Source: an optimization exercise on an open RTL-to-GDS flow (aim: small area, a short achievable clock period and few clock cycles per item). Production flows keep margins and buffers that such runs may drop.
Function was checked by simulation only, so behaviour that the tests miss may differ from the original.
Power figures rest on the tool's default switching activity, not on a simulated workload.

==> run.sh <==
#!/bin/bash
# synth_recipe.tcl (not shown) runs the flow's synth.tcl, then flattens the netlist and writes it again
# the make line also repeats each setting of config.mk as NAME=value (left out here)
make -C /OpenROAD-flow-scripts/flow DESIGN_CONFIG=/design/flow/config.mk WORK_HOME=/design/flow/orfs CLKGATE_MAP_FILE= SYNTH_SCRIPT=/design/flow/synth_recipe.tcl finish
==> config.mk <==
export PLATFORM = sky130hd
export DESIGN_NAME = mlp_coproc
export DESIGN_NICKNAME = mlp_coproc
export VERILOG_FILES = /design/flow/design.v
export SDC_FILE = /design/flow/constraint.sdc
export NUM_CORES = 4
export LEC_CHECK = 0
export CAP_MARGIN = 20
export CORE_MARGIN = 2
export CORE_UTILIZATION = 40
export SLEW_MARGIN = 20
==> constraint.sdc <==
create_clock -name core_clock -period 11.0 [get_ports {ACLK}]
set_input_delay 2.2000 -clock core_clock [delete_from_list [all_inputs] [get_ports {ACLK}]]
set_output_delay 2.2000 -clock core_clock [all_outputs]
set_load 0.01 [all_outputs]
==> design.v <==
`timescale 1ns/1ps
package coproc_pkg;
	localparam int data_width = 8;
	localparam int axis_width = 32;
	localparam int a_rows   = 64;
	localparam int a_cols   = 7;
	localparam int b_words  = 16;
	localparam int c_words  = 3;
	localparam int n_hidden = 2;
	localparam int a_words   = a_rows * a_cols;
	localparam int in_words  = a_words + b_words + c_words;
	localparam int out_words = a_rows;
	localparam int a_addr_bits   = 9;
	localparam int b_addr_bits   = 4;
	localparam int c_addr_bits   = 2;
	localparam int res_addr_bits = 6;
	localparam int acc_width  = 19;
	localparam int frac_shift = 8;
endpackage
`timescale 1ns/1ps
import coproc_pkg::*;
module mlp_coproc (
	input  logic        ACLK,
	input  logic        ARESETN,
	input  logic        s_axis_tvalid,
	input  logic [31:0] s_axis_tdata,
	output logic        s_axis_tready,
	output logic        m_axis_tvalid,
	output logic [31:0] m_axis_tdata,
	output logic        m_axis_tlast,
	input  logic        m_axis_tready
);
	localparam int L   = in_words;
	localparam int TAP = L - 3;
	localparam int NQ = 8;
	localparam logic [9*NQ-1:0] QV = {9'd408, 9'd350, 9'd292, 9'd233, 9'd175, 9'd117, 9'd58, 9'd0};
	localparam int NBC = b_words + c_words;
	function automatic logic [8:0] inc_mod(input logic [8:0] v);
		inc_mod = (v == 9'(L - 1)) ? 9'd0 : v + 9'd1;
	endfunction
	function automatic logic [7:0] sat_hi(input logic [acc_width-1:0] v);
		sat_hi = (|v[acc_width-1:16]) ? 8'hff : v[15:8];
	endfunction
	function automatic logic [NQ+NBC:0] plan(input logic [8:0] w, input logic [8:0] dd,
		input logic full, input logic [8:0] ci);
		logic [NQ-1:0]  a;
		logic [NBC-1:0] bc;
		logic           r;
		a  = '0;
		bc = '0;
		r  = 1'b0;
		if (w < 9'(a_words)) begin
			if (!full || ci > w) begin
				for (int m = 0; m < NQ; m++) begin
					a[m] = (dd == QV[9*m +: 9]);
				end
			end
			r = |a;
		end else begin
			for (int j = 0; j < NBC; j++) begin
				bc[j] = (w == 9'(a_words + j));
			end
			r = (w >= 9'(a_words + b_words)) || !full;
			if (!r) begin
				bc = '0;
			end
		end
		plan = {r, a, bc};
	endfunction
	logic [8:0]     widx;
	logic [8:0]     d;
	logic           tready_q;
	logic [NQ-1:0]  arm_a;
	logic [NBC-1:0] arm_bc;
	logic           accept;
	logic [7:0]     din;
	logic [8:0] ts;
	logic [8:0] cidx;
	logic [2:0] kk;
	logic       rd_full;
	logic [1:0] cred;
	logic       row_go;
	logic       consume;
	assign accept        = s_axis_tvalid & tready_q;
	assign din           = s_axis_tdata[7:0];
	assign s_axis_tready = tready_q;
	logic [NQ+NBC:0] plan_acc;
	logic [NQ+NBC:0] plan_idle;
	always_comb begin
		plan_acc  = plan(inc_mod(widx), d, rd_full, cidx);
		plan_idle = plan(widx, inc_mod(d), rd_full, cidx);
	end
	always_ff @(posedge ACLK) begin
		if (!ARESETN) begin
			widx     <= '0;
			d        <= '0;
			tready_q <= 1'b1;
			arm_a    <= NQ'(1);
			arm_bc   <= '0;
		end else begin
			if (accept) begin
				widx <= inc_mod(widx);
				{tready_q, arm_a, arm_bc} <= plan_acc;
			end else begin
				d <= inc_mod(d);
				{tready_q, arm_a, arm_bc} <= plan_idle;
			end
		end
	end
	logic [8*L-1:0] ring;
	always_ff @(posedge ACLK) begin
		ring <= {ring[8*(L-1)-1:0], ring[8*L-1 -: 8]};
		for (int m = 0; m < NQ; m++) begin
			if (s_axis_tvalid && arm_a[m]) begin
				ring[8*QV[9*m +: 9] +: 8] <= din;
			end
		end
	end
	logic [7:0] bmem [0:b_words-1];
	logic [7:0] c0;
	logic [7:0] c1;
	logic [7:0] c2;
	always_ff @(posedge ACLK) begin
		for (int j = 0; j < b_words; j++) begin
			if (s_axis_tvalid && arm_bc[j]) begin
				bmem[j] <= din;
			end
		end
		if (s_axis_tvalid && arm_bc[b_words]) c0 <= din;
		if (s_axis_tvalid && arm_bc[b_words + 1]) c1 <= din;
		if (s_axis_tvalid && arm_bc[b_words + 2]) c2 <= din;
	end
	assign row_go  = rd_full && (kk == 3'd0) && (ts == cidx) && (cred != 2'd0);
	assign consume = (kk != 3'd0) || row_go;
	logic take;
	assign take = m_axis_tvalid && m_axis_tready;
	always_ff @(posedge ACLK) begin
		if (!ARESETN) begin
			ts      <= 9'd2;
			cidx    <= '0;
			kk      <= '0;
			rd_full <= 1'b0;
			cred    <= 2'd2;
		end else begin
			ts <= inc_mod(ts);
			if (consume) begin
				kk <= (kk == 3'd6) ? 3'd0 : kk + 3'd1;
				if (cidx == 9'(a_words - 1)) begin
					cidx    <= '0;
					rd_full <= 1'b0;
				end else begin
					cidx <= cidx + 9'd1;
				end
			end
			if (s_axis_tvalid && arm_bc[b_words - 1]) begin
				rd_full <= 1'b1;
				cidx    <= '0;
			end
			cred <= cred - 2'(row_go) + 2'(take);
		end
	end
	logic       v1, f0_1, f6_1;
	logic       v2, f0_2, f6_2;
	logic       v3, v4;
	logic [7:0] bs0, bs1;
	logic [15:0] p0, p1;
	logic [acc_width-1:0] acc0, acc1;
	logic [15:0] m0, m1;
	logic [7:0]  a_now;
	logic [16:0] osum;
	logic [7:0]  y;
	assign a_now = ring[8*(TAP + 1) +: 8];
	always_ff @(posedge ACLK) begin
		if (!ARESETN) begin
			v1 <= 1'b0;
			v2 <= 1'b0;
			v3 <= 1'b0;
			v4 <= 1'b0;
		end else begin
			v1 <= consume;
			v2 <= v1;
			v3 <= v2 && f6_2;
			v4 <= v3;
		end
	end
	always_ff @(posedge ACLK) begin
		f0_1 <= (kk == 3'd0);
		f6_1 <= (kk == 3'd6);
		bs0  <= bmem[{kk + 3'd1, 1'b0}];
		bs1  <= bmem[{kk + 3'd1, 1'b1}];
		f0_2 <= f0_1;
		f6_2 <= f6_1;
		p0   <= a_now * bs0;
		p1   <= a_now * bs1;
		if (v2) begin
			acc0 <= (f0_2 ? acc_width'(bmem[0]) : acc0) + acc_width'(p0);
			acc1 <= (f0_2 ? acc_width'(bmem[1]) : acc1) + acc_width'(p1);
		end
		m0 <= c1 * sat_hi(acc0);
		m1 <= c2 * sat_hi(acc1);
	end
	assign osum = 17'(c0) + 17'(m0) + 17'(m1);
	assign y    = osum[16] ? 8'hff : osum[15:8];
	logic       out_v, out_l, sk_v, sk_l;
	logic [7:0] out_d, sk_d;
	logic [5:0] rcnt;
	logic       y_l;
	assign y_l = (rcnt == 6'd63);
	always_ff @(posedge ACLK) begin
		if (!ARESETN) begin
			out_v <= 1'b0;
			sk_v  <= 1'b0;
			rcnt  <= '0;
		end else begin
			if (v4) begin
				rcnt <= rcnt + 6'd1;
			end
			if (!out_v || take) begin
				if (sk_v) begin
					out_v <= 1'b1;
					sk_v  <= v4;
				end else begin
					out_v <= v4;
				end
			end else if (v4) begin
				sk_v <= 1'b1;
			end
		end
	end
	always_ff @(posedge ACLK) begin
		if (!out_v || take) begin
			if (sk_v) begin
				out_d <= sk_d;
				out_l <= sk_l;
			end else begin
				out_d <= y;
				out_l <= y_l;
			end
		end
		if (v4) begin
			sk_d <= y;
			sk_l <= y_l;
		end
	end
	assign m_axis_tvalid = out_v;
	assign m_axis_tdata  = {24'd0, out_d};
	assign m_axis_tlast  = out_l;
endmodule
==> reports/results.ini <==
[clock_network]
path_clk_slew_ns=0.06
clock-sinks=4110
cts_tree=built
clk_path_buf_depth=4
cts_hold_buf=0
clock_latency_ns=0.93
ctsHtreeMaxLevel=5
cts.repair.resized=0
cts_buffers=373
clock-root-buffer=clkbuf_16
postCtsSetupBuffers=0

[yosys]
synth_compound_area_share_pct=2.22
synthTopCellsByArea=dfxtp_1 (78%), edfxtp_1 (6.2%), fa_1 (3.0%), ha_1 (2.9%), mux2_2 (1.1%)
synth_seq_cells=4110
synth_area_mm2=0.100
synth_edf_count=208
yosysMostFrequentCell=dfxtp_1
netlist_instances=6169
muxShareOfSynthArea_pct=1.60
synth_top_area_share_pct=77.8
synth.distinct_cells=74
synth_top_area_cell=dfxtp_1
synth_top_family_by_area=adder cells
syn_area_per_cell_um2=16.3
ys_warn_count=2
synth_xor_xnor_area_share_pct=1.06
yosys.area_share.simple_pct=3.84
yosysSeqAreaShare_pct=84.0
ys.flop_type=dfxtp_1
synthAdderAreaFrac_pct=5.93
async_flop_share_pct=0
synth_commonest_cells=dfxtp_1 (3902), inv_1 (241), ha_1 (231), edfxtp_1 (208), nand2_1 (167)

[worst_hold_path]
min_path_cells=0
hold_end=ring[2537]
hp-class=reg2reg
min_from=ring[2529]

[timing]
fin_worst_skew_ns=0.0721
setup_viol=0
rsz0062_at_grt=no
finalHoldViolations=0
tns_ns=0
max-slew-margin-rel_pct=29.2
worst_slack_ns=5.28
tightest_slew_ns=1.06
max_freq_ghz=0.175
drv_slew=0
post-route-period-util_pct=52.0
fin_crit_ns=5.72

[pwr]
power.density_mw_per_mm2=246
peakVddDrop_mv=0.132
p_sw_share_pct=19.8
p_sw_mw=5.70
clkPwrFrac_pct=43.9
p_leak_nw=47.3
internal-power_mw=23.0
power_frac_comb_pct=2.8
p_seq_share_pct=53.3

[setup_path]
path_class=reg2reg
rr_startpoint=acc0[17]
rr_worst_depth=17
cp.arrival_ns=6.52
endpoint_kind=register
start_kind=register
rrSetupSlack_ns=5.28
crit_fanout=20
required_ns=11.81
worstReg2RegEnd=m0[15]

[floorplan]
core_mm2=0.249
die_w_um=505
num_rows=183
die_y_um=505
initial_core_util_pct=40.3
io_pins=71
dieArea_mm2=0.255

[layout]
final_area_mm2=0.117
final_layout_size_suffix_gt1_share_pct=10.8
area_growth_pct=16.4
fill_cells=21100
nets=6936

[route]
routed_wl_mm=138
wl_per_cell_um=13.6
drt_iter0_markers=1938
via_per_inst=4.06
route.vias.total=41200
ant_nets=0
firstDrtPassIters=5
remaining_drc_errors=0

[global_routing]
first_global_vias=42800
grt_first_pass_wirelength_mm=226
grtUsageTotal_pct=10.9
grt_max_degree=54
grt-ovfl-total=0
grt_antenna_before_repair=7

[placement]
gp_congestion=0.785
placement.setup.worst_slack_ns=5.32
dp_hpwl_mm=78.3
port_buffers=22
dpl_cell_area_mm2=0.105

[flow_run]
maxCapViolations=0

[run_status]
status=timing/DRC/antenna clean

==> layer usage <==
| metal | vias up | routed length (um) | global-route usage (%) |
|---|---|---|---|
| met4 | 0 | 3920 | 4.38 |
| met3 | 290 | 6120 | 2.70 |
| met2 | 647 | 57300 | 15.9 |
| met5 | - | 0 | 0 |
| li1 | 20600 | - | - |
| met1 | 19600 | 70300 | 15.4 |
==> placed cells by master (no fill, tap or decap), types with 12 or more instances in the layout <==
cell type / instances
xor2_1: 38
clkbuf_8: 81
or3_1: 18
a22oi_1: 16
a21o_1: 31
fa_1: 153
nand4_1: 14
edfxtp_1: 208
clkdlybuf4s50_1: 19
xnor2_1: 84
nor3_1: 43
nor2b_1: 143
mux2_2: 98
dfxtp_1: 3901
nor4_1: 12
and2_1: 87
o21ai_0: 83
nand2b_1: 17
inv_1: 241
nand2_1: 167
mux4_2: 17
ha_1: 231
mux2i_1: 12
nand3_1: 42
bufinv_16: 24
nor2_1: 156
clkbuf_16: 381
clkinv_2: 60
a31oi_1: 14
conb_1: 24
buf_4: 16
clkbuf_1: 79
o21a_1: 12
a21oi_1: 93
==> through the flow <==
stage | cells | power, mW | util, % | hold WS [ns]
floorplan | 6192 | 16.2 | - | 0.310
global placement | 9471 | 16.4 | 42.0 | 0.310
detailed placement | 9471 | 16.4 | 42.0 | 0.312
CTS | 10100 | 29.1 | 46.9 | 0.259
global route | 10100 | 29.8 | 46.9 | 0.262
finish | 10100 | 28.7 | 46.9 | 0.255
==> worst max-delay path, stage by stage (launching register included) <==
cell      delay, ns
edfxtp_1       0.42
or3_1          0.62
nor2_1         0.60
nor2b_1        0.15
fa_1           0.47
fa_1           0.55
inv_1          0.06
fa_1           0.47
fa_1           0.54
inv_1          0.04
ha_1           0.32
o21a_1         0.12
nor2_1         0.16
o21bai_1       0.11
a31o_2         0.26
a41o_1         0.26
o41ai_1        0.31
xnor2_1        0.15
==> worst max path at each step <==
stage,start,endpoint,slack [ns],depth (start not counted)
after CTS,acc0[17],m0[15],5.27,17
after global routing,acc0[17],m0[15],4.88,17
after global placement,acc0[18],m0[15],5.31,17
after detailed placement,s_axis_tvalid,arm_a[1],5.32,6
final,acc0[17],m0[15],5.28,17
after floorplan,acc0[17],m0[15],5.97,18
==> area by class of cell <==
| type | count | area [um^2] | share of cell area (%) |
|---|---|---|---|
| sequential | 4110 | 84400 | 72.2 |
| multi-input combinational | 1751 | 14800 | 12.7 |
| clock buffer | 542 | 11000 | 9.37 |
| tap | 3330 | 4170 | 3.57 |
| clock inverter | 116 | 1340 | 1.14 |
| inverter | 242 | 908 | 0.777 |
| timing repair buffer | 38 | 325 | 0.278 |
| antenna | 3 | 7.51 | 0.00642 |
==> sequential cells by signal, summed over array words and instances (netlist names), 9 cells and up <==
signal,count
m0,16
m1,16
bmem,128
ring,3736
cidx,9
arm_bc,19
d,9
p0,16
ts,9
widx,9
acc1,19
p1,16
acc0,19
==> power groups by stage <==
stage / Combinational, mW / Clock, mW / Sequential [mW]
2_1_floorplan: 0.580 / 0 / 15.6
3_3_place_gp: 0.772 / 0 / 15.6
3_5_place_dp: 0.802 / 0 / 15.6
4_1_cts: 0.807 / 13.0 / 15.3
5_1_grt: 0.902 / 13.6 / 15.3
6_report: 0.801 / 12.6 / 15.3
==> cells by family after synthesis <==
logic type,Yosys count
xor+xnor,122
compound gates,347
fa+ha+maj,384
flops,4110
other cells,1
buf+inv,331
simple gates,747
mux,127
Testbench counts, summed over its fixed seeds: cycles 18,552, frames 32.

[re-timing with driven ports]
No port has a modelled driver above. Below, the same layout with a new extraction and two added sets of constraints. Step 1: set_driving_cell puts a clkbuf_16 on ACLK and a buf_2 on each other input, an assumption about the parent block. Step 2 adds t to the input delays and takes it off the output delays; t is the mean of the earliest and latest rising clock arrival at the registers after step 1. Input paths then give back, and output paths get back, about the clock's delay inside the block. Three values: ideal ports, drivers, drivers and shift; two values: the first two.
shift t [ns]: 0.974
setup WS [ns]: 5.284 / 5.284 / 5.284
hold WS [ns]: 0.255 / 0.255 / 0.255
worst setup path after step 2: register to register
After both steps this run still meets setup and hold. The setup slack of this run moves by 0.000 ns with the drivers and by 0.000 ns with both steps.
